What follows belongs to an exercise in optimizing a design on an open flow for small area, a short achievable clock period and few clock cycles per item; a production flow would make more cautious choices.
Only simulation tests tie the RTL to the original design; equivalence was not proved.

## red
==> module fm_frontend_top, before the edit <==
module fm_frontend_top (
    input  logic                 clock,
    input  logic                 i_rst_n,
    input  logic                 i_in_wr_en,
    input  fm_sample_pkg::byte_t i_in_din,
    output logic                 o_in_full,
    input  logic                 i_out_rd_en,
    output fm_sample_pkg::iq_t   o_out_iq,
    output logic                 o_out_empty
);
    localparam int TAPS = 20;
    localparam int RING = 4 * (TAPS - 1);
    logic       full_q;          
    logic       fresh_q;         
    logic       sv_q;            
    logic [7:0] s_q;
    logic [1:0] nl_q;            
    logic [1:0] ln_q;            
    logic [6:0] p_q;             
    logic       u_q;             
    logic       lr_q;            
    logic       hi_q;            
    logic [4:0]      nm_q;
    logic [1:0]      nr_q;
    logic [TAPS-2:0] mask_q;
    logic [6:0]      p_n;
    logic [4:0]      nm_n;
    logic [TAPS-2:0] nt_n;           
    logic [1:0]      nr_n;
    logic            mc_n;
    logic [19:0] sum;
    logic [19:0] lo_q;           
    logic [26:0] pi_q;           
    logic [26:0] ori_q, orq_q;
    logic        ov_q;
    logic        accept, pop;
    logic [26:0] y;
    logic        land;
    logic        f00, f01, f10, f11, ring_ok;
    assign accept = i_in_wr_en && !full_q;
    assign pop    = i_out_rd_en && ov_q;
    assign p_n  = (sv_q || accept || p_q == 7'(RING - 1)) ? 7'd0 : p_q + 7'd1;
    assign nr_n = nr_q + {1'b0, sv_q};
    assign nm_n = (sv_q && nr_q == 2'd3 && nm_q != 5'(TAPS - 1)) ? nm_q + 5'd1 : nm_q;
    for (genvar j = 0; j < TAPS - 1; j++) begin : g_nt
        assign nt_n[j] = (nm_n > 5'(j));
    end
    assign mc_n = (p_n == 7'(RING - 1)) ? (nr_n == 2'd3)
                : (p_n == 7'(RING - 2)) ? 1'b0
                : nr_n[1];
    channel_fir fir_inst (
        .clock  (clock),
        .i_sv   (sv_q),
        .i_s    (s_q),
        .i_din  (i_in_din),
        .i_mask (mask_q),
        .i_hi0  (!lr_q),
        .i_hi1  (nl_q[0]),
        .i_hi   (hi_q),
        .i_lo_hi(lo_q[19:8]),
        .o_sum  (sum)
    );
    assign y    = {sum[18:0], lo_q[7:0]};
    assign land = sv_q && (ln_q == 2'd3);
    assign ring_ok = fresh_q || (!sv_q && p_q == 7'(RING - 2));
    assign f00 = !ring_ok || (nl_q == 2'd3 && u_q);
    assign f01 = !ring_ok;
    assign f10 = (nl_q == 2'd2) && u_q;
    assign f11 = 1'b0;
    always_ff @(posedge clock) begin
        s_q  <= i_in_din;
        ln_q <= nl_q;
        hi_q <= nl_q[0];
        if (sv_q && !ln_q[0]) lo_q <= sum;
        if (sv_q && ln_q == 2'd1) pi_q <= y;
        if (land) begin
            ori_q <= pi_q;
            orq_q <= y;
        end
    end
    always_ff @(posedge clock) begin
        if (!i_rst_n) begin
            full_q  <= 1'b0;
            fresh_q <= 1'b1;
            sv_q    <= 1'b0;
            nl_q    <= 2'd0;
            p_q     <= 7'd0;
            u_q     <= 1'b0;
            lr_q    <= 1'b0;
            nm_q    <= 5'd0;
            nr_q    <= 2'd0;
            mask_q  <= '0;
            ov_q    <= 1'b0;
        end else begin
            sv_q    <= accept;
            fresh_q <= fresh_q && !accept;
            if (accept) nl_q <= nl_q + 2'd1;
            p_q     <= p_n;
            if (accept && nl_q == 2'd3) u_q <= 1'b1;
            else if (pop) u_q <= 1'b0;
            full_q  <= accept ? (pop ? f11 : f10) : (pop ? f01 : f00);
            lr_q    <= sv_q ? ln_q[0] : !lr_q;
            nr_q    <= nr_n;
            nm_q    <= nm_n;
            mask_q  <= nt_n | ({nt_n[TAPS-3:0], 1'b1} & {(TAPS-1){mc_n}});
            if (land) ov_q <= 1'b1;
            else if (pop) ov_q <= 1'b0;
        end
    end
    assign o_in_full   = full_q;
    assign o_out_empty = !ov_q;
    assign o_out_iq    = {{5{ori_q[26]}}, ori_q, {5{orq_q[26]}}, orq_q};
endmodule
export LEC_CHECK = 0
export CAP_MARGIN = 20
export CORE_MARGIN = 2
export CORE_UTILIZATION = 40
export CTS_BUF_LIST = sky130_fd_sc_hd__clkbuf_16
export CTS_CLUSTER_DIAMETER = 100
export CTS_CLUSTER_SIZE = 30
export SLEW_MARGIN = 20
export SYNTH_HIERARCHICAL = 1
export SYNTH_MINIMUM_KEEP_SIZE = 0
create_clock -name core_clock -period 12.0 [get_ports {clock}]
standard.sh (not shown) runs the stock make flow with config.mk's settings and CLKGATE_MAP_FILE= SYNTH_SCRIPT=/design/flow/synth_recipe.tcl, a recipe that flattens the netlist after the stock synthesis.
==> flow/flow/run.sh <==
#!/bin/bash
# The standard layout, with the port buffers the standard flow's flow inserts made
# from a plain buffer cell instead of the default pick (a delay buffer),
# and the timing repair steps aiming at a setup slack of 8.4 ns.
set -euo pipefail
bash standard.sh BUFFER_PORTS_ARGS="-buffer_cell sky130_fd_sc_hd__buf_2" SETUP_SLACK_MARGIN=8.4 finish > standard.log 2>&1
No stage failed in red, and the final checks on the layout all came back clean.
Testbench counts of red, summed over its fixed seeds: cycles 8,208, items 2,048.
#### Input delta (blue over red)
--- a/flow/design.v
+++ b/flow/design.v
@@ -1139,18 +1139,17 @@
     logic [1:0] nl_q;            
     logic [1:0] ln_q;            
     logic [6:0] p_q;             
     logic       u_q;             
     logic       lr_q;            
     logic       hi_q;            
-    logic [4:0]      nm_q;
+    logic [TAPS-2:0] nt_q;
     logic [1:0]      nr_q;
     logic [TAPS-2:0] mask_q;
     logic [6:0]      p_n;
-    logic [4:0]      nm_n;
-    logic [TAPS-2:0] nt_n;           
+    logic [TAPS-2:0] nt_n;
     logic [1:0]      nr_n;
     logic            mc_n;
     logic [19:0] sum;
     logic [19:0] lo_q;           
     logic [26:0] pi_q;           
     logic [26:0] ori_q, orq_q;
@@ -1160,16 +1159,13 @@
     logic        land;
     logic        f00, f01, f10, f11, ring_ok;
     assign accept = i_in_wr_en && !full_q;
     assign pop    = i_out_rd_en && ov_q;
     assign p_n  = (sv_q || accept || p_q == 7'(RING - 1)) ? 7'd0 : p_q + 7'd1;
     assign nr_n = nr_q + {1'b0, sv_q};
-    assign nm_n = (sv_q && nr_q == 2'd3 && nm_q != 5'(TAPS - 1)) ? nm_q + 5'd1 : nm_q;
-    for (genvar j = 0; j < TAPS - 1; j++) begin : g_nt
-        assign nt_n[j] = (nm_n > 5'(j));
-    end
+    assign nt_n = (sv_q && nr_q == 2'd3) ? {nt_q[TAPS-3:0], 1'b1} : nt_q;
     assign mc_n = (p_n == 7'(RING - 1)) ? (nr_n == 2'd3)
                 : (p_n == 7'(RING - 2)) ? 1'b0
                 : nr_n[1];
     channel_fir fir_inst (
         .clock  (clock),
         .i_sv   (sv_q),
@@ -1206,13 +1202,13 @@
             fresh_q <= 1'b1;
             sv_q    <= 1'b0;
             nl_q    <= 2'd0;
             p_q     <= 7'd0;
             u_q     <= 1'b0;
             lr_q    <= 1'b0;
-            nm_q    <= 5'd0;
+            nt_q    <= '0;
             nr_q    <= 2'd0;
             mask_q  <= '0;
             ov_q    <= 1'b0;
         end else begin
             sv_q    <= accept;
             fresh_q <= fresh_q && !accept;
@@ -1220,13 +1216,13 @@
             p_q     <= p_n;
             if (accept && nl_q == 2'd3) u_q <= 1'b1;
             else if (pop) u_q <= 1'b0;
             full_q  <= accept ? (pop ? f11 : f10) : (pop ? f01 : f00);
             lr_q    <= sv_q ? ln_q[0] : !lr_q;
             nr_q    <= nr_n;
-            nm_q    <= nm_n;
+            nt_q    <= nt_n;
             mask_q  <= nt_n | ({nt_n[TAPS-3:0], 1'b1} & {(TAPS-1){mc_n}});
             if (land) ov_q <= 1'b1;
             else if (pop) ov_q <= 1'b0;
         end
     end
     assign o_in_full   = full_q;
--- outcome ---
blue went all the way through synthesis, placement and routing and the layout is clean on timing, DRC and antenna.
First-pass GRT wire length: red and blue compared, higher one is blue
| final period utilization | blue vs red | ≈ equal |
Between red and blue, area of the die is lower for red, blue comes in above that.
Delta (blue minus red): smallest setup slack after layout level, final critical delay including setup and external delays level, combined global-route utilization of all metal layers level, flip-flop and latch share of the layout cell area moved up, post-layout instance area moved up.
blue ended up with met5 as its top metal layer carrying routed signals; red ended up with met4.
As of blue, number of cells produced by synthesis had risen slightly compared to red.
Testbench counts of blue, summed over its fixed seeds: cycles 8,208, items 2,048.

[static timing again, ports no longer ideal]
No port has a modelled driver above. Below, the same layouts with a new extraction and two added sets of constraints.
Step 1 assumes that a clkbuf_16 drives the clock port and a buf_2 every other input.
Step 2 adds t to the input delays and takes it off the output delays; t is the mean of the earliest and latest rising clock arrival at the registers after step 1. Input paths then give back, and output paths get back, about the clock's delay inside the block.
Three values: ideal ports, drivers, drivers and shift; two values: the first two.
| run | t (ns) | setup slack, ns | clock arrival spread, ns | cell pins on the clock port's net |
|---|---|---|---|---|
| red | 0.635 | 8.381 / 8.322 / 7.972 | 0.037 / 0.037 | 1 |
| blue | 0.645 | 8.380 / 8.320 / 7.901 | 0.026 / 0.025 | 1 |
After both steps every run listed still meets setup and hold. For blue, which loses most, drivers alone change the setup slack by -0.060 ns; drivers and shift together by -0.479 ns.
